What follows belongs to an exercise in optimizing a design on an open flow for small area, a short achievable clock period and few clock cycles per item; a production flow would make more cautious choices.
Where RTL was checked, it was by simulation tests only, not by an equivalence proof against the original.
Function not checked in runs 2 to 5 and 8: the RTL went through the layout flow alone.
Power and IR drop assume default switching activity.

`flow/run.sh`:
```
#!/bin/bash
# The standard layout, with two changes:
#  - synthesis skips the full/half-adder extraction (ADDER_MAP_FILE empty),
#    leaving all arithmetic to abc; it is otherwise the standard synthesis;
#  - each port gets a buf_1 as its port buffer.
set -e
export BUFFER_PORTS_ARGS="-buffer_cell sky130_fd_sc_hd__buf_1"
ADDER_MAP_FILE= bash standard.sh synth > synth.log 2>&1
bash standard.sh > standard.log 2>&1
```
`standard.sh`:
```
#!/bin/bash
# synth_recipe.tcl (not shown) runs the flow's synth.tcl, then flattens the netlist and writes it again
# the make line also repeats each setting of config.mk as NAME=value (left out here)
make -C /OpenROAD-flow-scripts/flow DESIGN_CONFIG=/design/flow/config.mk WORK_HOME=/design/flow/orfs CLKGATE_MAP_FILE= SYNTH_SCRIPT=/design/flow/synth_recipe.tcl "${@:-finish}"
```
`config.mk`:
```
export PLATFORM = sky130hd
export DESIGN_NAME = pipe_prefix_adder
export DESIGN_NICKNAME = pipe_prefix_adder
export VERILOG_FILES = /design/flow/design.v
export SDC_FILE = /design/flow/constraint.sdc
export NUM_CORES = 4
export LEC_CHECK = 0
export ABC_AREA = 1
export CAP_MARGIN = 20
export CORE_MARGIN = 2
export CORE_UTILIZATION = 40
export CTS_BUF_LIST = sky130_fd_sc_hd__clkbuf_8
export CTS_CLUSTER_SIZE = 30
export SETUP_SLACK_MARGIN = 1.72
export SLEW_MARGIN = 20
```
`constraint.sdc`:
```
create_clock -name core_clock -period 4.5 [get_ports {clk}]
set_input_delay 0.9000 -clock core_clock [delete_from_list [all_inputs] [get_ports {clk}]]
set_output_delay 0.9000 -clock core_clock [all_outputs]
set_load 0.01 [all_outputs]
```
`design.v`:
```
module pipe_prefix_adder #(
  parameter int WIDTH     = 68,
  parameter int REG_EVERY = 2,
  parameter int TAG_W     = 4,
  parameter int BLK       = 5,
  parameter int EB        = 4
) (
  input  logic             clk,
  input  logic             rst,
  input  logic             in_valid,
  output logic             in_ready,
  input  logic [WIDTH-1:0] a,
  input  logic [WIDTH-1:0] b,
  input  logic             cin,
  input  logic             op,
  input  logic [TAG_W-1:0] tag,
  output logic             out_valid,
  input  logic             out_ready,
  output logic [WIDTH-1:0] sum,
  output logic             cout,
  output logic             ovf,
  output logic             zero,
  output logic [TAG_W-1:0] tag_o
);
  localparam int NB  = (WIDTH + BLK - 1) / BLK;    
  localparam int TLO = (NB - 1) * BLK;             
  function automatic integer lg2(input integer v);
    integer r;
    r = 0;
    while ((1 << r) < v) r = r + 1;
    lg2 = r;
  endfunction
  logic [WIDTH-1:0] bx, p, g, s0_d;
  logic             c0;
  assign bx = op ? ~b : b;
  assign c0 = op | cin;
  assign p  = a ^ bx;
  assign g  = a & bx;
  logic [NB-1:0] eg, ep;
  logic          g_top_d;
  assign eg[0] = c0;
  assign ep[0] = 1'b0;
  for (genvar j = 0; j < NB; j++) begin : g_blk
    localparam int LO = j * BLK;
    localparam int HI = (LO + BLK < WIDTH) ? LO + BLK - 1 : WIDTH - 1;
    localparam int N  = HI - LO + 1;
    logic [N:0] lc;    
    logic [N:0] gc;    
    if (j == 0) begin : g_ci
      assign lc[0] = c0;
    end else begin : g_cz
      assign lc[0] = 1'b0;
    end
    assign gc[0] = 1'b0;
    for (genvar i = 0; i < N; i++) begin : g_bit
      assign lc[i+1] = g[LO+i] | (p[LO+i] & lc[i]);
      assign gc[i+1] = g[LO+i] | (p[LO+i] & gc[i]);
    end
    assign s0_d[HI:LO] = p[HI:LO] ^ lc[N-1:0];
    if (j < NB - 1) begin : g_el
      assign eg[j+1] = gc[N];
      assign ep[j+1] = &p[HI:LO];
    end else begin : g_top
      assign g_top_d = gc[N];
    end
  end
  localparam int LV = lg2(NB);
  logic [NB-1:0] pg [LV+1];
  logic [NB-1:0] pp [LV+1];
  assign pg[0] = eg;
  assign pp[0] = ep;
  for (genvar l = 0; l < LV; l++) begin : g_pl
    for (genvar j = 0; j < NB; j++) begin : g_pj
      if (j >= (1 << l)) begin : g_cmb
        assign pg[l+1][j] = pg[l][j] | (pp[l][j] & pg[l][j-(1<<l)]);
        assign pp[l+1][j] = pp[l][j] & pp[l][j-(1<<l)];
      end else begin : g_pass
        assign pg[l+1][j] = pg[l][j];
        assign pp[l+1][j] = pp[l][j];
      end
    end
  end
  logic z_d;
  assign z_d = ~|(p ^ {a[WIDTH-2:0] | bx[WIDTH-2:0], c0});
  logic [WIDTH-1:0] r_d;
  for (genvar j = 0; j < NB; j++) begin : g_early
    localparam int LO = j * BLK;
    localparam int HI = (LO + BLK < WIDTH) ? LO + BLK - 1 : WIDTH - 1;
    if (j == 0 || j >= EB) begin : g_keep
      assign r_d[HI:LO] = s0_d[HI:LO];
    end else begin : g_fin
      for (genvar i = LO; i <= HI; i++) begin : g_bit
        if (i == LO) begin : g_lo
          assign r_d[i] = s0_d[i] ^ pg[LV][j];
        end else begin : g_hi
          assign r_d[i] = s0_d[i] ^ (pg[LV][j] & (&s0_d[i-1:LO]));
        end
      end
    end
  end
  logic             load;
  logic [WIDTH-1:0] s0_q;
  logic [NB-1:EB]   bc_q;
  logic             g_top_q, p_top_q;
  assign load     = ~out_valid | out_ready;
  assign in_ready = load;
  always_ff @(posedge clk or posedge rst) begin
    if (rst) out_valid <= 1'b0;
    else if (load) out_valid <= in_valid;
  end
  always_ff @(posedge clk) begin
    if (load) begin
      s0_q    <= r_d;
      bc_q    <= pg[LV][NB-1:EB];
      g_top_q <= g_top_d;
      p_top_q <= p[WIDTH-1];
      tag_o   <= tag;
      zero    <= z_d;
    end
  end
  logic [NB-1:0] ones;
  for (genvar j = 0; j < NB; j++) begin : g_sum
    localparam int LO = j * BLK;
    localparam int HI = (LO + BLK < WIDTH) ? LO + BLK - 1 : WIDTH - 1;
    assign ones[j] = &s0_q[HI:LO];
    if (j < EB) begin : g_b0
      assign sum[HI:LO] = s0_q[HI:LO];
    end else begin : g_bj
      for (genvar i = LO; i <= HI; i++) begin : g_bit
        if (i == LO) begin : g_lo
          assign sum[i] = s0_q[i] ^ bc_q[j];
        end else begin : g_hi
          assign sum[i] = s0_q[i] ^ (bc_q[j] & (&s0_q[i-1:LO]));
        end
      end
    end
  end
  assign cout = g_top_q | (bc_q[NB-1] & ones[NB-1]);
  assign ovf  = sum[WIDTH-1] ^ p_top_q ^ cout;
endmodule
```
==> results of run 1 <==
timing repair:
item / 4_1_cts / 5_1_grt
endpoints found under the setup margin: 16 / 20
cloned: 1 / 1
hold buffers: 0 / 0
resized for setup: 3 / 9
pin swaps: 0 / 1
final cells by class:
type	count	area, sq um	share of cell area [%]
tap	270	338	3.53
multi-input combinational	884	4740	49.6
timing repair buffer	227	945	9.88
sequential	86	2580	27.0
inverter	204	773	8.09
clock buffer	9	124	1.30
clock inverter	7	57.6	0.602
kinds of logic (layout without fill, tap and decap cells):
kind of cell,Yosys count,in the layout,share of synthesized area [%]
AOI/OAI and AO/OA,44,44,3.26
DFF,86,86,31.0
xor gates and xnor gates,190,190,20.1
and+or+nand+nor,650,650,33.4
buffers and inverters,235,447,12.3
routing by layer:
metal / up-vias / wire, microns / track usage (%)
met2: 224 / 10900 / 35.0
met3: 28 / 1480 / 3.01
li1: 4067 / - / -
met5: - / 0 / 0
met4: 0 / 554 / 7.81
met1: 3373 / 10700 / 28.4
registers in the layout (all words and copies together) (netlist names):
signal     cells
p_top_q        1
g_top_q        1
zero           1
tag_o          4
out_valid      1
bc_q          10
s0_q          68
worst max-delay path by stage:
stage,from,slack (ps),cells past startpoint,end
final,bc_q[13]$_DFFE_PP_,1840,5,ovf
after global routing,op,1730,17,bc_q[13]$_DFFE_PP_
after CTS,op,1800,12,bc_q[12]$_DFFE_PP_
after detailed placement,op,1150,17,bc_q[9]$_DFFE_PP_
after global placement,op,1180,12,bc_q[12]$_DFFE_PP_
after floorplan,op,1900,14,bc_q[13]$_DFFE_PP_
cell usage in the layout (no fill, tap or decap), drive strengths merged, types with 29 or more instances in the layout:
cell and n:
nand3 64, edfxtp 85, nor2 120, buf 226, inv 205, xor2 114
or2 29, nand2 400, xnor2 76
critical path: stages, from the launching register on:
cell and delay, ps:
edfxtp_1 470, and3_1 250, or2_2 270, nand2_1 90, xor2_1 130, buf_1 170
power breakdown:
part	leakage (nW)	switching (mW)	internal, mW	total, mW
clock network	0.105	0.305	0.250	0.555
registers	0.862	0.0708	1.06	1.13
logic	3.75	0.757	0.423	1.18
==> impl_metrics.py, run 1 <==
metrics = {
    "routing": {
        "route.detailed.drc": 0,
        "dr.pass1.iters": 5,
        "viasPerCell": 4.56,
        "drtAntennaViolNets": 0,
        "wirelength_mm": 23.6,
        "via_count": 7692,
        "drtIter0Drc": 378,
        "routedWlPerCell_microns": 14.0,
    },
    "place": {
        "dp_hpwl_mm": 19.1,
        "portBuffers": 222,
        "gp_routability_congestion": 0.864,
        "dp.cells": 1669,
        "placed_area_sq_um": 9280,
        "pre_cts_slack_ps": 1150,
    },
    "final_layout": {
        "diodes": 0,
        "drive_above_1_share_pct": 5.50,
        "fin_area_sq_um": 9560,
        "area_growth_syn_to_layout_pct": 14.8,
        "nets": 1558,
        "fill_cells": 2137,
        "fin_cells": 1687,
        "utilization_pct": 47.1,
    },
    "synth": {
        "synth_warnings": 3,
        "synth_nets": 1351,
        "yosysSeqAreaShare_pct": 31.0,
        "synth_top_cells_by_area": "edfxtp_1 31%, nand2_1 18%, xor2_1 12%",
        "ys_types": 41,
        "synth_commonest_cells": "390 x nand2_1, 194 x inv_1, 114 x nor2_1, 113 x xor2_1, 85 x edfxtp_1",
        "syn_inst": 1205,
        "synth_edf_count": 85,
        "syn_area_sq_um": 8320,
        "synthArstFlopShare_pct": 1.16,
        "synth_ff_type": "edfxtp_1",
        "avgSynthCellArea_sq_um": 6.91,
        "synth-seq-cells": 86,
        "yosysTopAreaCellShare_pct": 30.7,
        "yosys.area.top_type": "edfxtp_1",
        "synth_most_common_cell": "nand2_1",
    },
    "critical_path": {
        "timing.rr.end": "s0_q[13]$_DFFE_PP_",
        "crit_fanout": 3,
        "rrSetupSlack_ps": 2780,
        "startpoint_type": "register",
        "worst-setup-path-type": "register to primary output",
        "arrival_ps": 1760,
        "worstSetupEndpointType": "primary output",
        "r2r_start": "out_valid$_DFFE_PP0P_",
        "crit_required_ps": 3600,
        "ff2ff_path_depth": 2,
    },
    "run": {
        "maxCapViolCount": 0,
    },
    "timing": {
        "hold_viol": 0,
        "worstMarginPinSlew_ps": 522,
        "setup_ws_ps": 1840,
        "slew_headroom_pct": 65.2,
        "maxSlewViolCount": 0,
        "fin_skew_ps": 7.90,
        "setup_violations": 0,
        "rsz0062_at_grt": "false",
        "hold_ws_ps": 316,
        "setup_tns_ps": 0,
        "finalCritPeriodShare_pct": 59.1,
        "final.min_clock_period_ps": 2660,
        "fmax_mhz": 376,
    },
    "grt": {
        "antenna_found_initial": 0,
        "grt_pass1_wl_mm": 35.5,
        "grt_usage_pct": 21.2,
        "grt_pass1_vias": 7049,
        "grt_max_degree": 35,
        "grt-ovfl-total": 0,
    },
    "power_and_ir_drop": {
        "p_per_area_nw_per_um2": 300,
        "power_mw": 2.87,
        "ir_drop_uv": 185,
        "leakage_nw": 4.72,
    },
    "clocking": {
        "path_clk_slew_ps": 90,
        "clk-insertion-delay-late_ps": 380,
        "cts_tree": "done",
        "ctsHtreeMaxLevel": 3,
        "post_cts_buffers": 0,
        "clk_path_buf_depth": 2,
        "cts_buffers": 9,
        "root_buffer": "clkbuf_8",
        "numClockSinks": 86,
    },
    "floorplan": {
        "coreArea_sq_um": 20300,
        "die_area_sq_um": 22000,
        "die_h_microns": 148,
        "io_pins": 223,
        "initial_core_util_pct": 41.0,
        "die_width_microns": 148,
        "num_rows": 52,
    },
    "outcome": {
        "status": "timing/DRC/antenna clean",
    },
    "hold_path": {
        "hold_class": "input pin to async pin",
    },
}
Testbench counts, summed over its fixed seeds: cycles 24,008, items 24,000.
==> run 2: changes to the inputs <==
--- a/design.v
+++ b/design.v
@@ -2,8 +2,8 @@
   parameter int WIDTH     = 68,
   parameter int REG_EVERY = 2,
   parameter int TAG_W     = 4,
-  parameter int BLK       = 5,
-  parameter int EB        = 4
+  parameter int BLK       = 6,
+  parameter int EB        = 2
 ) (
   input  logic             clk,
   input  logic             rst,
--- a/config.mk
+++ b/config.mk
@@ -11,5 +11,5 @@
 export CORE_UTILIZATION = 40
 export CTS_BUF_LIST = sky130_fd_sc_hd__clkbuf_8
 export CTS_CLUSTER_SIZE = 30
-export SETUP_SLACK_MARGIN = 1.72
+export SETUP_SLACK_MARGIN = 1.65
 export SLEW_MARGIN = 20
==> run 2 against run 1 <==
  * Maximum frequency is 1.5% lower
  * Register-to-register slack worse by 190 ps
  * Final cell count decreased by 3.3%
  * Wire length fell by 2.6%
  * Combinational power hardly changed
  * Cell area decreased by 2.6%
  * Clock power is 11% higher
  * Via count down 3.2%
  * Critical path type unchanged
  * Utilization increased by 0.77 points
  * Largest cell class unchanged
  * Total power grew 1.7%
  * Non-clock buffer count is the same
  * First-iteration DRC count increased by 11%
==> impl_metrics.py, run 2 <==
metrics = {
    "outcome": {
        "status": "timing/DRC/antenna clean",
    },
    "grt": {
        "grt_usage_pct": 21.7,
        "grt-ovfl-total": 0,
        "grt_pass1_vias": 7254,
        "grt_pass1_wl_mm": 35.8,
        "antenna_found_initial": 0,
        "grt_max_degree": 50,
    },
    "critical_path": {
        "critPathSlowestCell": "edfxtp_1",
        "arrival_ps": 1800,
        "r2r_start": "out_valid$_DFFE_PP0P_",
        "crit_fanout": 3,
        "worst-setup-path-type": "register to primary output",
        "path_delay_family": "simple AND/OR/NAND/NOR gates",
        "cp.depth": 8,
        "timing.rr.end": "s0_q[26]$_DFFE_PP_",
        "worstSetupEndpointType": "primary output",
        "crit_chain": "nand2_1 -> nor2_1 -> inv_1 -> nor2_1 -> and2_1 -> nand2_1 -> xnor2_1 -> buf_1",
        "crit_required_ps": 3600,
        "cp.buffers_inverters": 2,
        "rrSetupSlack_ps": 2590,
        "critPathMaxStageDelay_ps": 410,
        "ff2ff_path_depth": 2,
        "startpoint_type": "register",
    },
    "timing": {
        "setup_tns_ps": 0,
        "maxSlewViolCount": 0,
        "slew_headroom_pct": 51.2,
        "rsz0062_at_grt": "false",
        "worstMarginPinSlew_ps": 731,
        "hold_viol": 0,
        "setup_violations": 0,
        "finalCritPeriodShare_pct": 60.0,
        "final.min_clock_period_ps": 2700,
        "fmax_mhz": 370,
        "hold_ws_ps": 302,
        "fin_skew_ps": 11.7,
    },
    "clocking": {
        "clk-insertion-delay-late_ps": 390,
        "cts_buffers": 9,
        "cts-hold-fix-buffers": 0,
        "path_clk_slew_ps": 90,
        "clk_path_buf_depth": 2,
        "ctsHtreeMaxLevel": 3,
        "root_buffer": "clkbuf_8",
        "numClockSinks": 86,
        "cts_tree": "done",
        "post_cts_buffers": 0,
    },
    "place": {
        "gp_routability_congestion": 0.923,
        "portBuffers": 222,
        "dp.cells": 1614,
        "dp_hpwl_mm": 18.6,
    },
    "synth": {
        "syn_inst": 1146,
        "synthArstFlopShare_pct": 1.16,
        "synth_most_common_cell": "nand2_1",
        "synth_edf_count": 85,
        "synth_nets": 1292,
        "synth-seq-cells": 86,
        "synth_ff_type": "edfxtp_1",
        "synth_top_cells_by_area": "edfxtp_1 32%, nand2_1 17%, xor2_1 11%",
        "avgSynthCellArea_sq_um": 6.93,
        "yosysTopAreaCellShare_pct": 32.1,
        "yosysSeqAreaShare_pct": 32.4,
        "syn_area_sq_um": 7940,
        "yosys.area.top_type": "edfxtp_1",
        "synth_warnings": 3,
        "synth_commonest_cells": "353 x nand2_1, 193 x inv_1, 146 x nor2_1, 96 x xor2_1, 85 x edfxtp_1",
        "ys_types": 39,
    },
    "floorplan": {
        "die_width_microns": 145,
        "die_h_microns": 145,
        "io_pins": 223,
        "coreArea_sq_um": 19500,
        "num_rows": 51,
        "die_area_sq_um": 21000,
        "initial_core_util_pct": 40.8,
    },
    "final_layout": {
        "drive_above_1_share_pct": 5.27,
        "fin_cells": 1631,
        "top_register": "s0_q",
        "layout_common_cells": "348 x nand2_1, 219 x buf_1, 194 x inv_1",
        "nets": 1508,
        "layout_commonest_cell": "nand2_1",
        "diodes": 0,
        "reg_top3": "s0_q: 68 flops, bc_q: 10 flops, tag_o: 4 flops",
        "area_growth_syn_to_layout_pct": 17.2,
        "largest_register_ff_count": 68,
        "utilization_pct": 47.9,
    },
    "power_and_ir_drop": {
        "power_mw": 2.92,
        "ir_drop_uv": 140,
        "p_per_area_nw_per_um2": 313,
        "leakage_nw": 4.55,
    },
    "routing": {
        "viasPerCell": 4.57,
        "dr.pass1.iters": 4,
        "via_count": 7448,
        "wirelength_mm": 23.0,
        "route.detailed.drc": 0,
        "drtIter0Drc": 419,
        "drtAntennaViolNets": 0,
        "routedWlPerCell_microns": 14.1,
    },
    "hold_path": {
        "hold_class": "input pin to async pin",
    },
    "run": {
        "maxCapViolCount": 0,
    },
}
## run 2: kinds of logic after synthesis
logic type             count (synthesis)  synth area share (%)
AND/OR/NAND/NOR                      615                  32.5
AO/OA/AOI/OAI                         48                  3.72
flip-flops                            86                  32.4
buffers and inverters                220                  11.9
XOR/XNOR                             177                  19.5
## run 2: area by class of cell
type / count / area [sq um]
inverter: 198 / 751
clock buffer: 9 / 124
sequential: 86 / 2580
multi-input combinational: 840 / 4510
tap: 265 / 332
fill: 2072 / 10100
clock inverter: 6 / 78.8
timing repair buffer: 227 / 943
## run 2: what timing repair did
action / in CTS / in global routing
cloned: 0 / 2
endpoints found under the hold margin: 0 / 0
gates resized for setup: 4 / 27
endpoints found under the setup margin: 16 / 16
## run 2: worst max path at each step
stage                                  start                  to  slack, ps
final                      bc_q[5]$_DFFE_PP_             sum[35]       1800
after detailed placement                  op  bc_q[11]$_DFFE_PP_        930
after global placement                    op  bc_q[11]$_DFFE_PP_        970
after CTS                 bc_q[10]$_DFFE_PP_             sum[65]       1670
after global routing       bc_q[2]$_DFFE_PP_             sum[17]       1660
after floorplan                           op  bc_q[10]$_DFFE_PP_       1810
## run 2: layer usage
| layer | vias to the layer above | wire (microns) | GRT usage, % |
|---|---|---|---|
| met3 | 30 | 1370 | 3.33 |
| met4 | 0 | 559 | 7.72 |
| met5 | - | 0 | 0 |
| li1 | 3931 | - | - |
| met1 | 3270 | 10500 | 28.3 |
| met2 | 217 | 10500 | 36.5 |
## run 2: per-stage QoR
step	area [sq um]	setup slack (ps)
final	9310	1800
after global routing	9310	1660
after global placement	8960	966
after CTS	9190	1670
after detailed placement	8960	932
after floorplan	7950	1810
## run 2: report_power, final
part	internal [mW]	leakage, nW	switching, mW	total (mW)
clock network	0.304	0.102	0.311	0.615
registers	1.07	0.863	0.0740	1.14
logic	0.422	3.59	0.740	1.16
total	1.79	4.55	1.12	2.92
==> run 3: changes to the inputs <==
--- a/design.v
+++ b/design.v
@@ -2,8 +2,8 @@
   parameter int WIDTH     = 68,
   parameter int REG_EVERY = 2,
   parameter int TAG_W     = 4,
-  parameter int BLK       = 6,
-  parameter int EB        = 2
+  parameter int BLK       = 5,
+  parameter int EB        = 4
 ) (
   input  logic             clk,
   input  logic             rst,
@@ -80,8 +80,6 @@
       end
     end
   end
-  logic z_d;
-  assign z_d = ~|(p ^ {a[WIDTH-2:0] | bx[WIDTH-2:0], c0});
   logic [WIDTH-1:0] r_d;
   for (genvar j = 0; j < NB; j++) begin : g_early
     localparam int LO = j * BLK;
@@ -115,14 +113,14 @@
       g_top_q <= g_top_d;
       p_top_q <= p[WIDTH-1];
       tag_o   <= tag;
-      zero    <= z_d;
     end
   end
-  logic [NB-1:0] ones;
+  logic [NB-1:0] ones, zs;
   for (genvar j = 0; j < NB; j++) begin : g_sum
     localparam int LO = j * BLK;
     localparam int HI = (LO + BLK < WIDTH) ? LO + BLK - 1 : WIDTH - 1;
     assign ones[j] = &s0_q[HI:LO];
+    assign zs[j]   = ~|s0_q[HI:LO];
     if (j < EB) begin : g_b0
       assign sum[HI:LO] = s0_q[HI:LO];
     end else begin : g_bj
@@ -137,4 +135,13 @@
   end
   assign cout = g_top_q | (bc_q[NB-1] & ones[NB-1]);
   assign ovf  = sum[WIDTH-1] ^ p_top_q ^ cout;
+  logic [NB-1:0] zb;
+  for (genvar j = 0; j < NB; j++) begin : g_zb
+    if (j < EB) begin : g_fin
+      assign zb[j] = zs[j];
+    end else begin : g_inc
+      assign zb[j] = bc_q[j] ? ones[j] : zs[j];
+    end
+  end
+  assign zero = &zb;
 endmodule
==> run 3 against run 2 <==
  * Still clean
  * Die area decreased by 1.0%
  * Area after synthesis decreased by 1.1%
  * Count of clock-buffer cells in the layout increased by 1
  * Global-route usage decreased by 4.1 points
  * Register-to-register slack improved by 60 ps
  * Hold slack improved by 3.9 ps
  * Wire length decreased by 19%
  * Final cell count decreased by 5.4%
  * Maximum frequency decreased by 10%
  * Utilization decreased by 0.27 points
  * Clock power increased by 1%
  * Combinational power about the same
  * Largest cell class unchanged
==> impl_metrics.py, run 3 <==
metrics = {
    "synth": {
        "yosys.area.top_type": "edfxtp_1",
        "yosysTopAreaCellShare_pct": 32.1,
        "synthArstFlopShare_pct": 1.18,
        "ys_types": 40,
        "synth-seq-cells": 85,
        "syn_area_sq_um": 7860,
        "synth_commonest_cells": "339 x nand2_1, 169 x inv_1, 118 x xor2_1, 86 x nor2_1, 84 x edfxtp_1",
        "synth_most_common_cell": "nand2_1",
        "synth_nets": 1199,
        "avgSynthCellArea_sq_um": 7.46,
        "synth_edf_count": 84,
        "yosysSeqAreaShare_pct": 32.4,
        "synth_warnings": 3,
        "syn_inst": 1053,
        "synth_top_cells_by_area": "edfxtp_1 32%, nand2_1 16%, xor2_1 13%",
        "synth_ff_type": "edfxtp_1",
    },
    "floorplan": {
        "coreArea_sq_um": 19400,
        "initial_core_util_pct": 40.5,
        "die_area_sq_um": 20800,
        "num_rows": 51,
        "die_h_microns": 144,
        "die_width_microns": 144,
        "io_pins": 223,
    },
    "final_layout": {
        "diodes": 0,
        "layout_commonest_cell": "nand2_1",
        "area_growth_syn_to_layout_pct": 17.4,
        "nets": 1419,
        "top_register": "s0_q",
        "reg_top3": "s0_q: 68 flops, bc_q: 10 flops, tag_o: 4 flops",
        "drive_above_1_share_pct": 9.15,
        "largest_register_ff_count": 68,
        "fill_cells": 2030,
        "layout_common_cells": "338 x nand2_1, 220 x buf_1, 170 x inv_1",
    },
    "power_and_ir_drop": {
        "ir_drop_uv": 117,
        "p_per_area_nw_per_um2": 319,
        "leakage_nw": 4.40,
    },
    "run": {
        "maxCapViolCount": 0,
    },
    "timing": {
        "rsz0062_at_grt": "true",
        "final.min_clock_period_ps": 3010,
        "setup_tns_ps": 0,
        "finalCritPeriodShare_pct": 66.9,
        "hold_viol": 0,
        "setup_ws_ps": 1490,
        "worstMarginPinSlew_ps": 756,
        "maxSlewViolCount": 0,
        "fmax_mhz": 332,
        "slew_headroom_pct": 49.6,
        "setup_violations": 0,
        "fin_skew_ps": 12.3,
    },
    "critical_path": {
        "ff2ff_path_depth": 2,
        "crit_chain": "buf_4 -> buf_4 -> nand2_1 -> nor2_1 -> and2_1 -> nand2_1 -> o31ai_1 -> nand3_1 -> nor2_1 -> buf_2",
        "critPathMaxStageDelay_ps": 420,
        "critPathSlowestCell": "edfxtp_1",
        "crit_fanout": 3,
        "crit_required_ps": 3600,
        "arrival_ps": 2110,
        "startpoint_type": "register",
        "worst-setup-path-type": "register to primary output",
        "worstSetupEndpointType": "primary output",
        "rrSetupSlack_ps": 2650,
        "timing.rr.end": "s0_q[4]$_DFFE_PP_",
        "cp.buffers_inverters": 3,
        "r2r_start": "out_valid$_DFFE_PP0P_",
        "path_delay_family": "simple AND/OR/NAND/NOR gates",
    },
    "place": {
        "gp_routability_congestion": 0.841,
        "dp_hpwl_mm": 15.1,
        "portBuffers": 222,
        "pre_cts_slack_ps": 1170,
    },
    "grt": {
        "grt-ovfl-total": 0,
        "grt_pass1_vias": 6122,
        "antenna_found_initial": 0,
        "grt_pass1_wl_mm": 28.1,
        "grt_max_degree": 59,
        "grt_usage_pct": 17.6,
    },
    "clocking": {
        "cts_tree": "done",
        "clk-insertion-delay-late_ps": 380,
        "cts_buffers": 9,
        "root_buffer": "clkbuf_8",
        "numClockSinks": 85,
        "path_clk_slew_ps": 90,
        "ctsHtreeMaxLevel": 3,
        "clk_path_buf_depth": 2,
    },
    "routing": {
        "dr.pass1.iters": 5,
        "drtAntennaViolNets": 0,
        "routedWlPerCell_microns": 12.0,
        "via_count": 6718,
        "wirelength_mm": 18.5,
        "drtIter0Drc": 193,
        "route.detailed.drc": 0,
        "viasPerCell": 4.35,
    },
    "hold_path": {
        "hold_class": "input pin to async pin",
    },
    "outcome": {
        "status": "timing/DRC/antenna clean",
    },
}
[run 3: cell types whose count changed after synthesis, sizes merged, moves of 9 or more]
| cell | change |
|---|---|
| or2 | -12 |
| nor2 | -57 |
| a21oi | +16 |
| xnor2 | -19 |
| nand2 | -12 |
| xor2 | +27 |
| o31ai | +9 |
| inv | -20 |
[run 3: metrics by stage]
step	cells	utilization [%]	power [mW]	instance area (sq um)	hold WS [ps]
2_1_floorplan	1053	-	2.00	7870	629
3_3_place_gp	1514	45.2	2.29	8770	708
3_5_place_dp	1514	45.2	2.30	8770	709
4_1_cts	1536	46.9	2.96	9100	279
5_1_grt	1543	47.6	3.16	9230	283
6_report	1543	47.6	2.95	9230	306
[run 3: timing repair]
action,in CTS,in global routing
setup endpoints to repair,8,20
gates cloned,0,1
buffers inserted,6,6
pin swaps,4,6
gates resized for setup,12,19
hold buffers,0,0
[run 3: layout make-up]
cell class,instances,area [sq um],share of cell area [%]
clock buffer,10,138,1.49
clock inverter,6,87.6,0.949
inverter,178,676,7.32
multi-input combinational,760,4430,48.0
sequential,85,2550,27.6
tap,265,332,3.59
timing repair buffer,239,1020,11.1
[run 3: cells by family after synthesis]
logic type | share of synthesized area, %
AND/OR/NAND/NOR | 27.9
adder cells (fa/ha/maj) | 0.127
AO/OA/AOI/OAI | 4.46
flip-flops | 32.4
XOR/XNOR | 22.7
buffers and inverters | 12.4
[run 3: power breakdown]
group	switching [mW]	internal, mW	total [mW]	leakage, nW
Combinational	0.701	0.440	1.14	3.44
Clock	0.296	0.327	0.623	0.110
Sequential	0.111	1.07	1.18	0.855
Total	1.11	1.84	2.95	4.40
[run 3: metal layers]
layer  global-route usage (%)  vias to the layer above  part of all wire, %
met1                     21.9                     2910                   44
met2                     31.2                      152                   49
li1                         -                     3634                    -
met3                     2.48                       22                  4.8
met5                        0                        -                    0
met4                     6.39                        0                  2.1
[run 3: worst register-to-register path, stage by stage (launching register included)]
cell     delay (ps)
dfrtp_1         410
nand2_4         330
buf_4           700
[run 3: how the worst max path moves through the flow]
stage,from,end,slack (ps),cells past startpoint
floorplan,op,bc_q[13]$_DFFE_PP_,1850,14
detailed placement,op,s0_q[18]$_DFFE_PP_,1170,16
global placement,op,bc_q[12]$_DFFE_PP_,1220,16
CTS,s0_q[6]$_DFFE_PP_,zero,1450,6
finish,bc_q[4]$_DFFE_PP_,zero,1490,10
global route,s0_q[35]$_DFFE_PP_,zero,1330,10
==> run 4: changes to the inputs <==
--- a/config.mk
+++ b/config.mk
@@ -11,5 +11,5 @@
 export CORE_UTILIZATION = 40
 export CTS_BUF_LIST = sky130_fd_sc_hd__clkbuf_8
 export CTS_CLUSTER_SIZE = 30
-export SETUP_SLACK_MARGIN = 1.65
+export SETUP_SLACK_MARGIN = 1.8
 export SLEW_MARGIN = 20
==> run 4 against run 3 <==
  * Sequential cell count unchanged
  * Utilization up 0.83 points
  * Critical endpoint unchanged
  * Wire length up 1.3%
  * Largest cell class unchanged
  * Via count down 0.64%
  * Register-to-register slack about the same
==> impl_metrics.py, run 4 <==
metrics = {
    "synth": {
        "avgSynthCellArea_sq_um": 7.46,
        "ys_types": 40,
        "synthArstFlopShare_pct": 1.18,
        "yosys.area.top_type": "edfxtp_1",
        "synth_most_common_cell": "nand2_1",
        "yosysSeqAreaShare_pct": 32.4,
        "synth_nets": 1199,
        "synth_edf_count": 84,
        "synth_warnings": 3,
        "syn_area_sq_um": 7860,
        "synth-seq-cells": 85,
        "yosysTopAreaCellShare_pct": 32.1,
        "synth_ff_type": "edfxtp_1",
        "synth_top_cells_by_area": "edfxtp_1 32%, nand2_1 16%, xor2_1 13%",
        "synth_commonest_cells": "339 x nand2_1, 169 x inv_1, 118 x xor2_1, 86 x nor2_1, 84 x edfxtp_1",
        "syn_inst": 1053,
    },
    "grt": {
        "grt_pass1_wl_mm": 28.3,
        "grtUsageMet3_pct": 2.48,
        "grt-ovfl-total": 0,
        "grt_max_degree": 59,
        "busiest_layer": "met2",
        "use_met2_pct": 31.7,
        "met1_usage_pct": 22.1,
        "antenna_found_initial": 0,
        "grt_pass1_vias": 6132,
        "grt_usage_pct": 17.8,
    },
    "power_and_ir_drop": {
        "power_mw": 2.98,
        "p_per_area_nw_per_um2": 317,
        "pwr-share-seq_pct": 39.7,
        "ir_drop_uv": 117,
        "p_sw_mw": 1.12,
        "power.internal_mw": 1.86,
        "leakage_nw": 4.47,
        "switching_share_pct": 37.6,
        "clockPowerShare_pct": 20.9,
        "pwr-share-comb_pct": 39.4,
    },
    "critical_path": {
        "arrival_ps": 2080,
        "crit_fanout": 3,
        "r2r_start": "out_valid$_DFFE_PP0P_",
        "timing.rr.end": "s0_q[47]$_DFFE_PP_",
        "rrSetupSlack_ps": 2660,
        "startpoint_type": "register",
        "worstSetupEndpointType": "primary output",
        "worst-setup-path-type": "register to primary output",
        "crit_required_ps": 3600,
        "ff2ff_path_depth": 2,
    },
    "floorplan": {
        "coreArea_sq_um": 19400,
        "io_pins": 223,
        "die_width_microns": 144,
        "num_rows": 51,
        "initial_core_util_pct": 40.5,
        "die_area_sq_um": 20800,
        "die_h_microns": 144,
    },
    "timing": {
        "slew_headroom_pct": 49.3,
        "fin_skew_ps": 11.6,
        "worstMarginPinSlew_ps": 760,
        "setup_ws_ps": 1520,
        "setup_tns_ps": 0,
        "rsz0062_at_grt": "true",
        "hold_ws_ps": 312,
        "maxSlewViolCount": 0,
        "finalCritPeriodShare_pct": 66.3,
        "hold_viol": 0,
        "fmax_mhz": 335,
        "final.min_clock_period_ps": 2980,
        "setup_violations": 0,
    },
    "final_layout": {
        "fill_cells": 2023,
        "nets": 1423,
        "area_growth_syn_to_layout_pct": 19.5,
        "layout_commonest_cell": "nand2_1",
        "reg_top3": "s0_q: 68 flops, bc_q: 10 flops, tag_o: 4 flops",
        "largest_register_ff_count": 68,
        "top_register": "s0_q",
        "layout_common_cells": "336 x nand2_1, 218 x buf_1, 170 x inv_1",
        "drive_above_1_share_pct": 11.2,
        "diodes": 0,
    },
    "place": {
        "dp_hpwl_mm": 15.1,
        "portBuffers": 222,
        "pre_cts_slack_ps": 1170,
        "gp_routability_congestion": 0.841,
    },
    "clocking": {
        "cts_buffers": 9,
        "cts_tree": "done",
        "ctsHtreeMaxLevel": 3,
        "root_buffer": "clkbuf_8",
        "clk-insertion-delay-late_ps": 370,
        "path_clk_slew_ps": 90,
        "clk_path_buf_depth": 2,
        "numClockSinks": 85,
    },
    "outcome": {
        "status": "timing/DRC/antenna clean",
    },
    "routing": {
        "via_count": 6675,
        "drtAntennaViolNets": 0,
        "routedWlPerCell_microns": 12.1,
        "viasPerCell": 4.31,
        "dr.pass1.iters": 5,
        "route.detailed.drc": 0,
        "wirelength_mm": 18.8,
        "drtIter0Drc": 226,
    },
    "run": {
        "maxCapViolCount": 0,
    },
    "hold_path": {
        "hold_class": "input pin to async pin",
    },
}
==> run 4: worst max-delay path by stage <==
| stage | cells after the start | startpoint | endpoint |
|---|---|---|---|
| 2_1_floorplan | 14 | op | bc_q[13]$_DFFE_PP_ |
| 3_3_place_gp | 16 | op | bc_q[12]$_DFFE_PP_ |
| 3_5_place_dp | 16 | op | s0_q[18]$_DFFE_PP_ |
| 4_1_cts | 6 | s0_q[6]$_DFFE_PP_ | zero |
| 5_1_grt | 10 | s0_q[35]$_DFFE_PP_ | zero |
| 6_report | 10 | bc_q[11]$_DFFE_PP_ | zero |
==> run 4: area by class of cell <==
cell class | count | area (sq um) | area share [%]
flip-flops and latches | 85 | 2550 | 27.1
inverters | 178 | 676 | 7.19
clock buffers | 10 | 138 | 1.47
well taps | 265 | 332 | 3.53
multi-input cells | 760 | 4530 | 48.3
repair buffers | 243 | 1080 | 11.5
clock inverters | 6 | 87.6 | 0.933
==> run 4: cell families after synthesis <==
kind of cell | synth area share, %
AOI/OAI and AO/OA | 4.46
xor gates and xnor gates | 22.7
adders and majority gates | 0.127
buffers and inverters | 12.4
DFF | 32.4
and+or+nand+nor | 27.9
==> run 4: power by group through the flow <==
stage | Clock, mW | Combinational (mW) | Sequential [mW]
2_1_floorplan | 0 | 0.838 | 1.17
3_3_place_gp | 0 | 1.09 | 1.20
3_5_place_dp | 0 | 1.10 | 1.20
4_1_cts | 0.641 | 1.14 | 1.18
5_1_grt | 0.667 | 1.33 | 1.20
6_report | 0.622 | 1.17 | 1.18
==> run 4: repair_timing <==
| item | CTS | global route |
|---|---|---|
| cloned | 1 | 0 |
| endpoints found under the hold margin | 0 | 0 |
| hold buffers | 0 | 0 |
| resized for setup | 16 | 46 |
| pin swaps | 4 | 6 |
| buffers inserted | 6 | 10 |
| endpoints found under the setup margin | 21 | 29 |
==> run 4: stage by stage <==
step / util (%) / instance area, sq um / cells
global placement: 45.2 / 8770 / 1514
floorplan: - / 7870 / 1053
CTS: 47.2 / 9150 / 1537
finish: 48.4 / 9390 / 1547
detailed placement: 45.2 / 8770 / 1514
global route: 48.4 / 9390 / 1547
==> run 4: critical path: stages, from the launching register on <==
cell      delay [ps]
edfxtp_1         420
nand2_1           90
nor2_2           140
and2_4           170
nand2_1           70
o31ai_1          120
nand2_1          130
nor2_2           130
nand4_1          170
nor2_1           140
buf_2            150
==> run 4: routing by layer <==
metal	vias up	wire [microns]	part of all wire [%]
met5	-	0	0
met1	2884	8210	44
met4	0	225	1.2
met2	138	9480	50
met3	12	872	4.6
li1	3641	-	-
==> run 5: changes to the inputs <==
--- a/design.v
+++ b/design.v
@@ -135,13 +135,10 @@
   end
   assign cout = g_top_q | (bc_q[NB-1] & ones[NB-1]);
   assign ovf  = sum[WIDTH-1] ^ p_top_q ^ cout;
-  logic [NB-1:0] zb;
-  for (genvar j = 0; j < NB; j++) begin : g_zb
-    if (j < EB) begin : g_fin
-      assign zb[j] = zs[j];
-    end else begin : g_inc
-      assign zb[j] = bc_q[j] ? ones[j] : zs[j];
-    end
+  logic [NB-1:EB] k_ok, m;
+  for (genvar j = EB; j < NB; j++) begin : g_zb
+    assign k_ok[j] = ones[j] | zs[j];
+    assign m[j]    = ~(bc_q[j] ^ ones[j]);
   end
-  assign zero = &zb;
+  assign zero = (&zs[EB-1:0]) & (&k_ok) & (&m);
 endmodule
--- a/config.mk
+++ b/config.mk
@@ -11,5 +11,5 @@
 export CORE_UTILIZATION = 40
 export CTS_BUF_LIST = sky130_fd_sc_hd__clkbuf_8
 export CTS_CLUSTER_SIZE = 30
-export SETUP_SLACK_MARGIN = 1.8
+export SETUP_SLACK_MARGIN = 1.65
 export SLEW_MARGIN = 20
==> run 5 against run 4 <==
  * Worst setup slack better by 31 ps
  * Synthesized cell count up 3.3%
  * Global-route usage up 0.18 points
  * Sequential share of layout area about the same
  * Critical path depth down 4
  * Sequential cell count unchanged
  * First-iteration DRC count down 1.8%
  * Register-to-register slack about the same
  * Largest cell class unchanged
==> impl_metrics.py, run 5 <==
metrics = {
    "timing": {
        "hold_viol": 0,
        "setup_tns_ps": 0,
        "setup_violations": 0,
        "worstMarginPinSlew_ps": 589,
        "maxSlewViolCount": 0,
        "rsz0062_at_grt": "true",
        "slew_headroom_pct": 60.7,
        "finalCritPeriodShare_pct": 65.6,
        "final.min_clock_period_ps": 2950,
        "fin_skew_ps": 9.33,
        "fmax_mhz": 339,
    },
    "final_layout": {
        "fill_cells": 2061,
        "layout_common_cells": "314 x nand2_1, 220 x buf_1, 183 x inv_1",
        "area_growth_syn_to_layout_pct": 17.4,
        "utilization_pct": 48.0,
        "layout_commonest_cell": "nand2_1",
        "multi_input_area_sq_um": 4570,
        "drive_above_1_share_pct": 8.54,
        "diodes": 0,
        "largest_register_ff_count": 68,
        "seqCellArea_sq_um": 2550,
        "reg_top3": "s0_q: 68 flops, bc_q: 10 flops, tag_o: 4 flops",
        "fin_area_sq_um": 9380,
        "nets": 1452,
        "fin_cells": 1576,
        "top_register": "s0_q",
    },
    "synth": {
        "synth_most_common_cell": "nand2_1",
        "synthArstFlopShare_pct": 1.18,
        "synth-seq-cells": 85,
        "synth_fa_ha_area_share_pct": 0.125,
        "synth_xor_area_share_pct": 22.4,
        "yosys.area.top_type": "edfxtp_1",
        "synth_top_family_by_area": "simple AND/OR/NAND/NOR gates",
        "synth-simple-area-share_pct": 28.9,
        "muxShareOfSynthArea_pct": 0,
        "ys_types": 40,
        "synth_commonest_cells": "315 x nand2_1, 182 x inv_1, 117 x nor2_1, 104 x xor2_1, 84 x edfxtp_1",
        "yosysTopAreaCellShare_pct": 31.6,
        "synth_compound_area_share_pct": 4.26,
        "yosysSeqAreaShare_pct": 31.9,
        "syn_area_sq_um": 7990,
        "synth_ff_type": "edfxtp_1",
        "avgSynthCellArea_sq_um": 7.34,
        "synth_nets": 1234,
        "synth_top_cells_by_area": "edfxtp_1 32%, nand2_1 15%, xor2_1 11%",
        "synth_edf_count": 84,
        "synth_warnings": 3,
        "syn_inst": 1088,
    },
    "critical_path": {
        "timing.rr.end": "s0_q[47]$_DFFE_PP_",
        "r2r_start": "out_valid$_DFFE_PP0P_",
        "critPathSlowestCell": "edfxtp_1",
        "startpoint": "s0_q[0]$_DFFE_PP_",
        "cp.buffers_inverters": 1,
        "worstSetupEndpointType": "primary output",
        "crit_required_ps": 3600,
        "path_delay_family": "simple AND/OR/NAND/NOR gates",
        "worst-setup-path-type": "register to primary output",
        "arrival_ps": 2050,
        "endpoint": "zero",
        "critPathMaxStageDelay_ps": 400,
        "startpoint_type": "register",
        "cp.depth": 6,
        "ff2ff_path_depth": 2,
        "crit_fanout": 2,
        "crit_chain": "nor4_1 -> nand2_1 -> nor4_4 -> nand3_1 -> nor2_1 -> buf_2",
        "rrSetupSlack_ps": 2660,
    },
    "power_and_ir_drop": {
        "leakage_nw": 4.40,
        "pwr-share-comb_pct": 39.5,
        "clockPowerShare_pct": 19.3,
        "power_mw": 2.95,
        "pwr-share-seq_pct": 41.2,
        "p_sw_mw": 1.16,
        "p_per_area_nw_per_um2": 314,
        "power.internal_mw": 1.79,
        "ir_drop_uv": 125,
        "switching_share_pct": 39.2,
    },
    "place": {
        "placed_area_sq_um": 8920,
        "dp_hpwl_mm": 15.8,
        "portBuffers": 222,
        "dp.cells": 1548,
        "gp_routability_congestion": 0.848,
    },
    "floorplan": {
        "die_area_sq_um": 21100,
        "die_h_microns": 145,
        "initial_core_util_pct": 40.9,
        "num_rows": 51,
        "io_pins": 223,
        "die_width_microns": 145,
        "coreArea_sq_um": 19500,
    },
    "routing": {
        "drtAntennaViolNets": 0,
        "routedWlPerCell_microns": 12.2,
        "viasPerCell": 4.45,
        "drtIter0Drc": 222,
        "wirelength_mm": 19.3,
        "dr.pass1.iters": 5,
        "route.detailed.drc": 0,
        "via_count": 7011,
    },
    "outcome": {
        "status": "timing/DRC/antenna clean",
    },
    "clocking": {
        "ctsHtreeMaxLevel": 3,
        "cts_buffers": 9,
        "path_clk_slew_ps": 90,
        "numClockSinks": 85,
        "root_buffer": "clkbuf_8",
        "clk_path_buf_depth": 2,
        "cts_tree": "done",
        "clk-insertion-delay-late_ps": 380,
    },
    "grt": {
        "grtUsageMet3_pct": 2.70,
        "grt_pass1_wl_mm": 30.5,
        "grt_pass1_vias": 6587,
        "grt_usage_pct": 18.0,
        "use_met2_pct": 32.0,
        "antenna_found_initial": 0,
        "grt-ovfl-total": 0,
        "met1_usage_pct": 22.4,
        "busiest_layer": "met2",
        "grt_max_degree": 47,
    },
    "hold_path": {
        "hold_class": "input pin to async pin",
    },
    "run": {
        "maxCapViolCount": 0,
    },
}
==> run 5: changes by cell type after synthesis, sizes merged, moves of 4 or more <==
cell   delta
xnor2     +7
and2      -8
o31ai     -8
inv      +14
nor2     +29
nand2    -23
nor3     +10
nand4     +4
a21oi     +6
xor2     -11
nand3     +7
nor4      +5
==> run 5: power groups by stage <==
stage	combinational [mW]	clock, mW	sequential [mW]
after detailed placement	1.13	0	1.23
after global routing	1.32	0.616	1.23
after CTS	1.14	0.583	1.21
after global placement	1.11	0	1.22
final	1.16	0.569	1.22
after floorplan	0.859	0	1.18
==> run 5: worst min-delay path by stage <==
stage	to	depth (start not counted)
after floorplan	out_valid$_DFFE_PP0P_	1
after global routing	out_valid$_DFFE_PP0P_	2
after global placement	out_valid$_DFFE_PP0P_	2
after CTS	out_valid$_DFFE_PP0P_	2
after detailed placement	out_valid$_DFFE_PP0P_	2
final	out_valid$_DFFE_PP0P_	2
==> run 5: cells by family (layout without fill, tap and decap cells) <==
family	Yosys count	count (layout)
and+or+nand+nor	541	541
buffers and inverters	221	444
AOI/OAI and AO/OA	59	59
DFF	85	85
adders and majority gates	1	1
xor gates and xnor gates	181	181
==> run 5: layout make-up <==
type | count | area share (%)
clock buffers | 10 | 1.47
clock inverters | 6 | 0.680
inverters | 191 | 7.67
multi-input cells | 782 | 48.7
flip-flops and latches | 85 | 27.2
well taps | 265 | 3.54
repair buffers | 237 | 10.8
==> run 5: timing repair <==
| action | CTS | global route |
|---|---|---|
| gates resized for setup | 7 | 25 |
| pin swaps | 1 | 6 |
| buffers inserted | 2 | 9 |
| hold endpoints to repair | 0 | 0 |
| hold buffers | 0 | 0 |
| setup endpoints to repair | 21 | 20 |
| cloned | 0 | 1 |
==> run 5: metrics by stage <==
step / hold WS [ps] / worst slack (ps)
3_5_place_dp: 714 / 973
2_1_floorplan: 629 / 1870
5_1_grt: 310 / 1410
3_3_place_gp: 710 / 1030
4_1_cts: 299 / 1410
6_report: 319 / 1550
==> run 5: metal layers <==
layer,wire [microns],up-vias
met1,8510,3080
met3,915,21
met5,0,-
met4,332,0
li1,-,3756
met2,9540,154
==> run 6: changes to the inputs <==
--- a/design.v
+++ b/design.v
@@ -71,15 +71,17 @@
   assign pp[0] = ep;
   for (genvar l = 0; l < LV; l++) begin : g_pl
     for (genvar j = 0; j < NB; j++) begin : g_pj
-      if (j >= (1 << l)) begin : g_cmb
-        assign pg[l+1][j] = pg[l][j] | (pp[l][j] & pg[l][j-(1<<l)]);
-        assign pp[l+1][j] = pp[l][j] & pp[l][j-(1<<l)];
+      if (((j >> l) & 1) == 1) begin : g_cmb
+        assign pg[l+1][j] = pg[l][j] | (pp[l][j] & pg[l][((j >> l) << l) - 1]);
+        assign pp[l+1][j] = pp[l][j] & pp[l][((j >> l) << l) - 1];
       end else begin : g_pass
         assign pg[l+1][j] = pg[l][j];
         assign pp[l+1][j] = pp[l][j];
       end
     end
   end
+  logic z_d;
+  assign z_d = ~|(p ^ {a[WIDTH-2:0] | bx[WIDTH-2:0], c0});
   logic [WIDTH-1:0] r_d;
   for (genvar j = 0; j < NB; j++) begin : g_early
     localparam int LO = j * BLK;
@@ -113,14 +115,14 @@
       g_top_q <= g_top_d;
       p_top_q <= p[WIDTH-1];
       tag_o   <= tag;
+      zero    <= z_d;
     end
   end
-  logic [NB-1:0] ones, zs;
+  logic [NB-1:0] ones;
   for (genvar j = 0; j < NB; j++) begin : g_sum
     localparam int LO = j * BLK;
     localparam int HI = (LO + BLK < WIDTH) ? LO + BLK - 1 : WIDTH - 1;
     assign ones[j] = &s0_q[HI:LO];
-    assign zs[j]   = ~|s0_q[HI:LO];
     if (j < EB) begin : g_b0
       assign sum[HI:LO] = s0_q[HI:LO];
     end else begin : g_bj
@@ -135,10 +137,4 @@
   end
   assign cout = g_top_q | (bc_q[NB-1] & ones[NB-1]);
   assign ovf  = sum[WIDTH-1] ^ p_top_q ^ cout;
-  logic [NB-1:EB] k_ok, m;
-  for (genvar j = EB; j < NB; j++) begin : g_zb
-    assign k_ok[j] = ones[j] | zs[j];
-    assign m[j]    = ~(bc_q[j] ^ ones[j]);
-  end
-  assign zero = (&zs[EB-1:0]) & (&k_ok) & (&m);
 endmodule
==> run 6 against run 5 <==
  * Via count increased by 3.5%
  * Maximum frequency rose by 8.5%
  * Critical path depth is the same
  * Highest routed layer unchanged
  * Non-clock buffer count decreased by 11
  * Register-to-register slack better by 180 ps
  * Synthesized cell count up 4.5%
  * Wire length is 12% higher
  * Final cell count increased by 2.6%
==> impl_metrics.py, run 6 <==
metrics = {
    "timing": {
        "worstMarginPinSlew_ps": 471,
        "setup_ws_ps": 1780,
        "fin_skew_ps": 11.0,
        "setup_violations": 0,
        "rsz0062_at_grt": "false",
        "setup_tns_ps": 0,
        "hold_viol": 0,
        "maxSlewViolCount": 0,
        "slew_headroom_pct": 68.3,
        "finalCritPeriodShare_pct": 60.4,
        "final.min_clock_period_ps": 2720,
        "fmax_mhz": 368,
    },
    "critical_path": {
        "startpoint_type": "register",
        "cp.buffers_inverters": 1,
        "critPathSlowestCell": "edfxtp_1",
        "crit_fanout": 3,
        "crit_required_ps": 3600,
        "arrival_ps": 1820,
        "worstSetupEndpointType": "primary output",
        "crit_chain": "and3_4 -> or2_2 -> nand2_1 -> xnor2_1 -> xor2_1 -> buf_2",
        "worst-setup-path-type": "register to primary output",
        "critPathMaxStageDelay_ps": 450,
        "path_delay_family": "simple AND/OR/NAND/NOR gates",
    },
    "clocking": {
        "cts_tree": "done",
        "numClockSinks": 86,
        "cts_buffers": 9,
        "clk-insertion-delay-late_ps": 380,
        "clk_path_buf_depth": 2,
        "path_clk_slew_ps": 90,
        "ctsHtreeMaxLevel": 3,
        "root_buffer": "clkbuf_8",
        "cts-hold-fix-buffers": 0,
    },
    "final_layout": {
        "top_register": "s0_q",
        "largest_register_ff_count": 68,
        "reg_top3": "s0_q: 68 flops, bc_q: 10 flops, tag_o: 4 flops",
        "area_growth_syn_to_layout_pct": 13.6,
        "fill_cells": 2122,
        "layout_common_cells": "358 x nand2_1, 220 x buf_1, 179 x inv_1",
        "diodes": 0,
        "layout_commonest_cell": "nand2_1",
        "drive_above_1_share_pct": 6.38,
        "nets": 1488,
        "fin_area_sq_um": 9390,
    },
    "grt": {
        "grt_max_degree": 37,
        "antenna_found_initial": 0,
        "grt_pass1_wl_mm": 33.8,
        "grt_usage_pct": 20.1,
        "grt_pass1_vias": 6983,
        "grt-ovfl-total": 0,
    },
    "hold_path": {
        "hold_class": "input pin to async pin",
    },
    "routing": {
        "drtAntennaViolNets": 0,
        "dr.pass1.iters": 5,
        "viasPerCell": 4.49,
        "via_count": 7257,
        "route.detailed.drc": 0,
        "drtIter0Drc": 266,
        "wirelength_mm": 21.7,
        "routedWlPerCell_microns": 13.4,
    },
    "place": {
        "placed_area_sq_um": 9150,
        "dp_hpwl_mm": 18.2,
        "portBuffers": 222,
        "gp_routability_congestion": 0.857,
        "pre_cts_slack_ps": 942,
    },
    "synth": {
        "synth_most_common_cell": "nand2_1",
        "synth_edf_count": 85,
        "syn_area_sq_um": 8270,
        "synth_nets": 1283,
        "synth_top_cells_by_area": "edfxtp_1 31%, nand2_1 16%, xor2_1 12%",
        "synth_warnings": 3,
        "syn_inst": 1137,
        "synthArstFlopShare_pct": 1.16,
        "avgSynthCellArea_sq_um": 7.27,
        "synth_commonest_cells": "359 x nand2_1, 179 x inv_1, 117 x xor2_1, 93 x nor2_1, 85 x edfxtp_1",
        "yosysSeqAreaShare_pct": 31.2,
        "ys_types": 39,
        "yosysTopAreaCellShare_pct": 30.9,
        "synth_ff_type": "edfxtp_1",
        "yosys.area.top_type": "edfxtp_1",
        "synth-seq-cells": 86,
    },
    "floorplan": {
        "die_area_sq_um": 21800,
        "initial_core_util_pct": 40.8,
        "die_width_microns": 148,
        "num_rows": 52,
        "io_pins": 223,
        "die_h_microns": 148,
        "coreArea_sq_um": 20200,
    },
    "power_and_ir_drop": {
        "leakage_nw": 4.57,
        "p_per_area_nw_per_um2": 306,
        "ir_drop_uv": 148,
    },
    "run": {
        "maxCapViolCount": 0,
    },
    "outcome": {
        "status": "timing/DRC/antenna clean",
    },
}
## run 6: worst register-to-register path, cell delays in order (launching register included)
cell,delay (ps)
dfrtp_1,410
nand2_4,360
buf_4,520
## run 6: final timing paths
| path | startpoint | slack [ps] | depth (start not counted) | end |
|---|---|---|---|---|
| setup / recovery | bc_q[13]$_DFFE_PP_ | 1780 | 6 | ovf |
| hold / removal | rst | 320 | 2 | out_valid$_DFFE_PP0P_ |
| setup reg to reg | out_valid$_DFFE_PP0P_ | 2840 | 2 | zero$_DFFE_PP_ |
| hold reg to reg | out_valid$_DFFE_PP0P_ | 820 | 2 | out_valid$_DFFE_PP0P_ |
| max in group asynchronous | rst | 4100 | 2 | out_valid$_DFFE_PP0P_ |
| min in group core_clock | tag[0] | 690 | 1 | tag_o[0]$_DFFE_PP_ |
## run 6: logic make-up after synthesis
group | count (synthesis) | share of synthesized area (%)
buffers and inverters | 220 | 12.7
AO/OA/AOI/OAI | 32 | 2.54
AND/OR/NAND/NOR | 595 | 31.4
flip-flops | 86 | 31.2
XOR/XNOR | 204 | 22.2
## run 6: timing repair
action / CTS / global route
endpoints found under the hold margin: 0 / 0
endpoints found under the setup margin: 22 / 17
buffers inserted: 0 / 0
resized for setup: 4 / 9
## run 6: report_power, final
part           internal (mW)  switching (mW)
logic                  0.424           0.738
registers               1.06          0.0658
clock network          0.259           0.320
total                   1.75            1.12
## run 6: area by class of cell
type | count | area, sq um | area share [%]
clock buffer | 9 | 124 | 1.32
multi-input combinational | 831 | 4650 | 49.5
tap | 270 | 338 | 3.60
timing repair buffer | 226 | 906 | 9.65
inverter | 188 | 718 | 7.65
sequential | 86 | 2580 | 27.5
clock inverter | 7 | 72.6 | 0.773
## run 6: metrics by stage
stage	std cells	power (mW)	util (%)	hold slack [ps]
4_1_cts	1617	2.89	46.3	304
3_5_place_dp	1601	2.31	45.2	708
6_report	1617	2.87	46.4	315
5_1_grt	1617	3.07	46.4	300
2_1_floorplan	1137	1.99	-	629
3_3_place_gp	1601	2.30	45.2	707
## run 6: per-layer routing
metal  track usage, %  routed length, microns
met3             2.96                    1110
met4             5.72                     366
met1             25.7                    9830
met2             35.2                   10400
met5                0                       0
Testbench counts of run 6, summed over its fixed seeds: cycles 24,008, items 24,000.
==> run 7: changes to the inputs <==
--- a/config.mk
+++ b/config.mk
@@ -11,5 +11,5 @@
 export CORE_UTILIZATION = 40
 export CTS_BUF_LIST = sky130_fd_sc_hd__clkbuf_8
 export CTS_CLUSTER_SIZE = 30
-export SETUP_SLACK_MARGIN = 1.65
+export SETUP_SLACK_MARGIN = 1.8
 export SLEW_MARGIN = 20
==> run 7 against run 6 <==
  * Non-clock buffer count rose by 3
  * Register-to-register slack barely moved
  * Sequential share of layout area fell by 0.33 points
  * Sequential cell count did not move
  * Combinational power barely moved
  * Critical path depth did not move
  * Final cell count rose by 0.19%
  * Global-route usage barely moved
  * Synthesized cell count did not move
==> impl_metrics.py, run 7 <==
metrics = {
    "synth": {
        "syn_area_sq_um": 8270,
        "avgSynthCellArea_sq_um": 7.27,
        "synth_most_common_cell": "nand2_1",
        "muxShareOfSynthArea_pct": 0,
        "synthArstFlopShare_pct": 1.16,
        "synth_top_family_by_area": "simple AND/OR/NAND/NOR gates",
        "synth_top_cells_by_area": "edfxtp_1 31%, nand2_1 16%, xor2_1 12%",
        "synth_warnings": 3,
        "synth_ff_type": "edfxtp_1",
        "synth_nets": 1283,
        "ys_types": 39,
        "yosysTopAreaCellShare_pct": 30.9,
        "synth_compound_area_share_pct": 2.54,
        "synth_fa_ha_area_share_pct": 0,
        "synth-simple-area-share_pct": 31.4,
        "synth_commonest_cells": "359 x nand2_1, 179 x inv_1, 117 x xor2_1, 93 x nor2_1, 85 x edfxtp_1",
        "synth_xor_area_share_pct": 22.2,
        "synth-seq-cells": 86,
        "yosys.area.top_type": "edfxtp_1",
        "syn_inst": 1137,
        "yosysSeqAreaShare_pct": 31.2,
        "synth_edf_count": 85,
    },
    "grt": {
        "grtUsageMet3_pct": 2.96,
        "grt-ovfl-total": 0,
        "grt_usage_pct": 20.1,
        "met1_usage_pct": 25.7,
        "use_met2_pct": 35.2,
        "busiest_layer": "met2",
        "antenna_found_initial": 0,
        "grt_pass1_wl_mm": 33.8,
        "grt_pass1_vias": 6975,
        "grt_max_degree": 37,
    },
    "timing": {
        "final.min_clock_period_ps": 2610,
        "fmax_mhz": 383,
        "setup_ws_ps": 1890,
        "maxSlewViolCount": 0,
        "setup_tns_ps": 0,
        "finalCritPeriodShare_pct": 58.1,
        "worstMarginPinSlew_ps": 476,
        "slew_headroom_pct": 68.3,
        "hold_viol": 0,
        "rsz0062_at_grt": "true",
        "fin_skew_ps": 13.8,
        "hold_ws_ps": 315,
        "setup_violations": 0,
    },
    "run": {
        "maxCapViolCount": 0,
    },
    "place": {
        "pre_cts_slack_ps": 942,
        "placed_area_sq_um": 9150,
        "dp_hpwl_mm": 18.2,
        "gp_routability_congestion": 0.857,
        "portBuffers": 222,
    },
    "clocking": {
        "cts_buffers": 9,
        "path_clk_slew_ps": 90,
        "clk_path_buf_depth": 2,
        "clk-insertion-delay-late_ps": 380,
        "numClockSinks": 86,
        "ctsHtreeMaxLevel": 3,
        "root_buffer": "clkbuf_8",
        "cts_tree": "done",
    },
    "floorplan": {
        "die_area_sq_um": 21800,
        "num_rows": 52,
        "io_pins": 223,
        "initial_core_util_pct": 40.8,
        "coreArea_sq_um": 20200,
        "die_width_microns": 148,
        "die_h_microns": 148,
    },
    "final_layout": {
        "layout_commonest_cell": "nand2_1",
        "drive_above_1_share_pct": 7.63,
        "layout_common_cells": "354 x nand2_1, 220 x buf_1, 179 x inv_1",
        "fill_cells": 2106,
        "diodes": 0,
        "utilization_pct": 46.9,
        "nets": 1491,
        "top_register": "s0_q",
        "reg_top3": "s0_q: 68 flops, bc_q: 10 flops, tag_o: 4 flops",
        "fin_area_sq_um": 9500,
        "area_growth_syn_to_layout_pct": 14.9,
        "largest_register_ff_count": 68,
    },
    "power_and_ir_drop": {
        "pwr-share-comb_pct": 41.0,
        "p_per_area_nw_per_um2": 305,
        "power.internal_mw": 1.76,
        "switching_share_pct": 39.2,
        "leakage_nw": 4.62,
        "ir_drop_uv": 150,
        "clockPowerShare_pct": 20.0,
        "pwr-share-seq_pct": 39.0,
        "p_sw_mw": 1.13,
    },
    "critical_path": {
        "path_delay_family": "simple AND/OR/NAND/NOR gates",
        "critPathMaxStageDelay_ps": 420,
        "arrival_ps": 1710,
        "crit_fanout": 3,
        "critPathSlowestCell": "edfxtp_1",
        "crit_required_ps": 3600,
        "cp.buffers_inverters": 1,
        "crit_chain": "and3_4 -> or2_4 -> nand2_4 -> xnor2_2 -> xor2_1 -> buf_2",
        "startpoint_type": "register",
        "worstSetupEndpointType": "primary output",
        "worst-setup-path-type": "register to primary output",
    },
    "routing": {
        "via_count": 7260,
        "routedWlPerCell_microns": 13.6,
        "viasPerCell": 4.48,
        "wirelength_mm": 22.0,
        "route.detailed.drc": 0,
        "drtIter0Drc": 289,
        "dr.pass1.iters": 7,
        "drtAntennaViolNets": 0,
    },
    "hold_path": {
        "hold_class": "input pin to async pin",
    },
    "outcome": {
        "status": "timing/DRC/antenna clean",
    },
}
## run 7: cell type report
type                            count  area [sq um]  area share [%]
Multi-Input combinational cell    831          4720            49.7
Tap cell                          270           338            3.56
Timing Repair Buffer              229           945            9.94
Clock buffer                        9           124            1.30
Clock inverter                      7          72.6           0.764
Sequential cell                    86          2580            27.1
Inverter                          188           718            7.56
## run 7: cell families (layout without fill, tap and decap cells)
| family | count (synthesis) | after routing |
|---|---|---|
| buffers and inverters | 220 | 433 |
| AOI/OAI and AO/OA | 32 | 32 |
| xor gates and xnor gates | 204 | 204 |
| DFF | 86 | 86 |
| and+or+nand+nor | 595 | 595 |
## run 7: worst reg2reg max path, cell delays in order, from the launching register on
cell and delay (ps):
dfrtp_1 410, nand2_4 370, buf_4 520
## run 7: routing by layer
metal | part of all wire, % | vias to the layer above | wire, microns
met5 | 0 | - | 0
met4 | 2.0 | 0 | 432
met3 | 5.1 | 27 | 1130
met2 | 48 | 185 | 10500
met1 | 45 | 3176 | 9950
li1 | - | 3872 | -
## run 7: power groups by stage
stage          clock, mW  combinational (mW)  sequential [mW]
2_1_floorplan          0               0.864             1.13
3_3_place_gp           0                1.15             1.14
3_5_place_dp           0                1.16             1.15
4_1_cts            0.592                1.18             1.13
5_1_grt            0.622                1.33             1.14
6_report           0.579                1.19             1.13
## run 7: path summary, 6_finish.rpt
check	from	endpoint	slack [ps]	cells after the start
worst max-delay path	bc_q[13]$_DFFE_PP_	ovf	1890	6
worst min-delay path	rst	out_valid$_DFFE_PP0P_	310	2
worst max register to register	out_valid$_DFFE_PP0P_	zero$_DFFE_PP_	2840	2
worst min register to register	out_valid$_DFFE_PP0P_	out_valid$_DFFE_PP0P_	830	2
max in group asynchronous	rst	out_valid$_DFFE_PP0P_	4100	2
min in group core_clock	tag[0]	tag_o[0]$_DFFE_PP_	690	1
## run 7: stage by stage
step                total power [mW]  std cells
finish                          2.90       1620
global route                    3.10       1620
CTS                             2.90       1618
detailed placement              2.31       1601
global placement                2.30       1601
floorplan                       1.99       1137
## run 7: timing repair
action / 4_1_cts / 5_1_grt
setup endpoints to repair: 27 / 18
resized for setup: 10 / 19
hold buffers: 0 / 0
cloned: 0 / 1
pin swaps: 0 / 4
hold endpoints to repair: 0 / 0
buffers inserted: 1 / 1
==> run 8: changes to the inputs <==
--- a/design.v
+++ b/design.v
@@ -3,7 +3,7 @@
   parameter int REG_EVERY = 2,
   parameter int TAG_W     = 4,
   parameter int BLK       = 5,
-  parameter int EB        = 4
+  parameter int EB        = 8
 ) (
   input  logic             clk,
   input  logic             rst,
==> run 8 against run 7 <==
  * Global-route usage is 0.42 points higher
  * Wire length is 7.7% higher
  * Count of clock-buffer cells in the layout stayed put
  * Critical endpoint unchanged
  * First-iteration DRC count is 30% higher
  * Synthesized cell count is 5.6% higher
  * Critical path type unchanged
  * Total power is 2.5% higher
  * Cell area is 3.6% higher
  * Still clean on timing, DRC and antenna
  * Maximum frequency is 0.13% higher
  * Hold slack better by 1.3 ps
  * Sequential cell count is 4 lower
  * Combinational power is 8% higher
==> impl_metrics.py, run 8 <==
metrics = {
    "synth": {
        "synthArstFlopShare_pct": 1.22,
        "yosysTopAreaCellShare_pct": 29.2,
        "synth_commonest_cells": "402 x nand2_1, 183 x inv_1, 97 x xor2_1, 84 x nor2_1, 83 x xnor2_1",
        "ys_types": 43,
        "synth_nets": 1347,
        "avgSynthCellArea_sq_um": 6.94,
        "synth_edf_count": 81,
    },
    "final_layout": {
        "reg_top3": "s0_q: 68 flops, bc_q: 6 flops, tag_o: 4 flops",
        "area_growth_syn_to_layout_pct": 18.0,
        "fill_cells": 2099,
        "diodes": 0,
        "drive_above_1_share_pct": 10.9,
        "layout_common_cells": "376 x nand2_1, 220 x buf_1, 183 x inv_1",
    },
    "grt": {
        "antenna_found_initial": 0,
        "grt_pass1_wl_mm": 34.6,
    },
    "clocking": {
        "clk-insertion-delay-late_ps": 370,
        "cts_buffers": 9,
        "path_clk_slew_ps": 100,
        "root_buffer": "clkbuf_8",
        "cts-hold-fix-buffers": 0,
        "numClockSinks": 82,
        "clk_path_buf_depth": 2,
        "cts_tree": "done",
    },
    "timing": {
        "fin_skew_ps": 9.41,
        "rsz0062_at_grt": "true",
        "slew_headroom_pct": 51.5,
        "worstMarginPinSlew_ps": 728,
        "fmax_mhz": 383,
    },
    "floorplan": {
        "initial_core_util_pct": 40.9,
        "num_rows": 52,
        "die_area_sq_um": 22000,
        "coreArea_sq_um": 20400,
    },
    "critical_path": {
        "crit_fanout": 2,
        "timing.rr.end": "s0_q[1]$_DFFE_PP_",
        "r2r_start": "out_valid$_DFFE_PP0P_",
        "endpoint": "ovf",
        "ff2ff_path_depth": 2,
        "rrSetupSlack_ps": 2630,
    },
    "hold_path": {
        "hold_class": "input pin to async pin",
    },
    "place": {
        "pre_cts_slack_ps": 791,
        "portBuffers": 222,
        "gp_routability_congestion": 0.843,
    },
    "routing": {
        "drtAntennaViolNets": 0,
        "viasPerCell": 4.54,
        "routedWlPerCell_microns": 14.1,
        "dr.pass1.iters": 5,
        "wirelength_mm": 23.7,
    },
    "outcome": {
        "status": "timing/DRC/antenna clean",
    },
    "power_and_ir_drop": {
        "ir_drop_uv": 126,
    },
}
==> run 8: cell families (layout without fill, tap and decap cells) <==
kind of cell	after synthesis	in the layout	synth area share, %
simple gates	653	655	33.9
buf+inv	246	456	14.3
compound gates	36	36	2.66
flops	82	82	29.5
xor+xnor	184	184	19.7
==> run 8: worst min-delay path by stage <==
stage / from / endpoint / slack, ps / depth (start not counted)
global placement: rst / out_valid$_DFFE_PP0P_ / 710 / 2
detailed placement: rst / out_valid$_DFFE_PP0P_ / 710 / 2
CTS: rst / out_valid$_DFFE_PP0P_ / 290 / 2
global route: rst / out_valid$_DFFE_PP0P_ / 300 / 2
finish: rst / out_valid$_DFFE_PP0P_ / 320 / 2
floorplan: rst / out_valid$_DFFE_PP0P_ / 630 / 1
==> run 8: metrics by stage <==
stage | cells | hold WS [ps] | total power, mW | utilization, % | instance area [sq um]
after floorplan | 1201 | 629 | 2.03 | - | 8430
after global placement | 1644 | 707 | 2.28 | 45.0 | 9160
after CTS | 1662 | 291 | 2.93 | 46.4 | 9450
after detailed placement | 1644 | 712 | 2.29 | 45.0 | 9160
after global routing | 1683 | 300 | 3.17 | 48.3 | 9840
final | 1683 | 316 | 2.97 | 48.3 | 9840
==> run 8: worst max-delay path: stages, from the launching register on <==
cell and delay [ps]:
edfxtp_1 440, and3_4 180, or2_4 220, nand2_2 90
xnor2_2 110, xor2_1 140, buf_2 140
==> run 8: report_power, final <==
part	switching (mW)	internal, mW
sequential	0.0553	1.02
combinational	0.813	0.469
clock	0.301	0.308
total	1.17	1.80
==> run 8: what timing repair did <==
| item | in CTS | in global routing |
|---|---|---|
| buffers inserted | 1 | 17 |
| pin swaps | 4 | 20 |
| endpoints found under the setup margin | 53 | 32 |
| gates resized for setup | 14 | 55 |
| gates cloned | 1 | 4 |
==> run 8: area by class of cell <==
class | instances | area, sq um | share of cell area, %
inverter | 193 | 741 | 7.53
sequential | 82 | 2460 | 25.0
multi-input combinational | 875 | 4980 | 50.6
timing repair buffer | 247 | 1110 | 11.3
tap | 270 | 338 | 3.43
clock buffer | 9 | 124 | 1.26
clock inverter | 7 | 86.3 | 0.878
==> run 8: metal layers <==
| metal | up-vias | part of all wire [%] | track usage (%) |
|---|---|---|---|
| li1 | 4058 | - | - |
| met1 | 3324 | 44 | 25.8 |
| met2 | 213 | 46 | 34.6 |
| met3 | 39 | 6.8 | 4.42 |
| met4 | 0 | 2.6 | 7.62 |
| met5 | - | 0 | 0 |
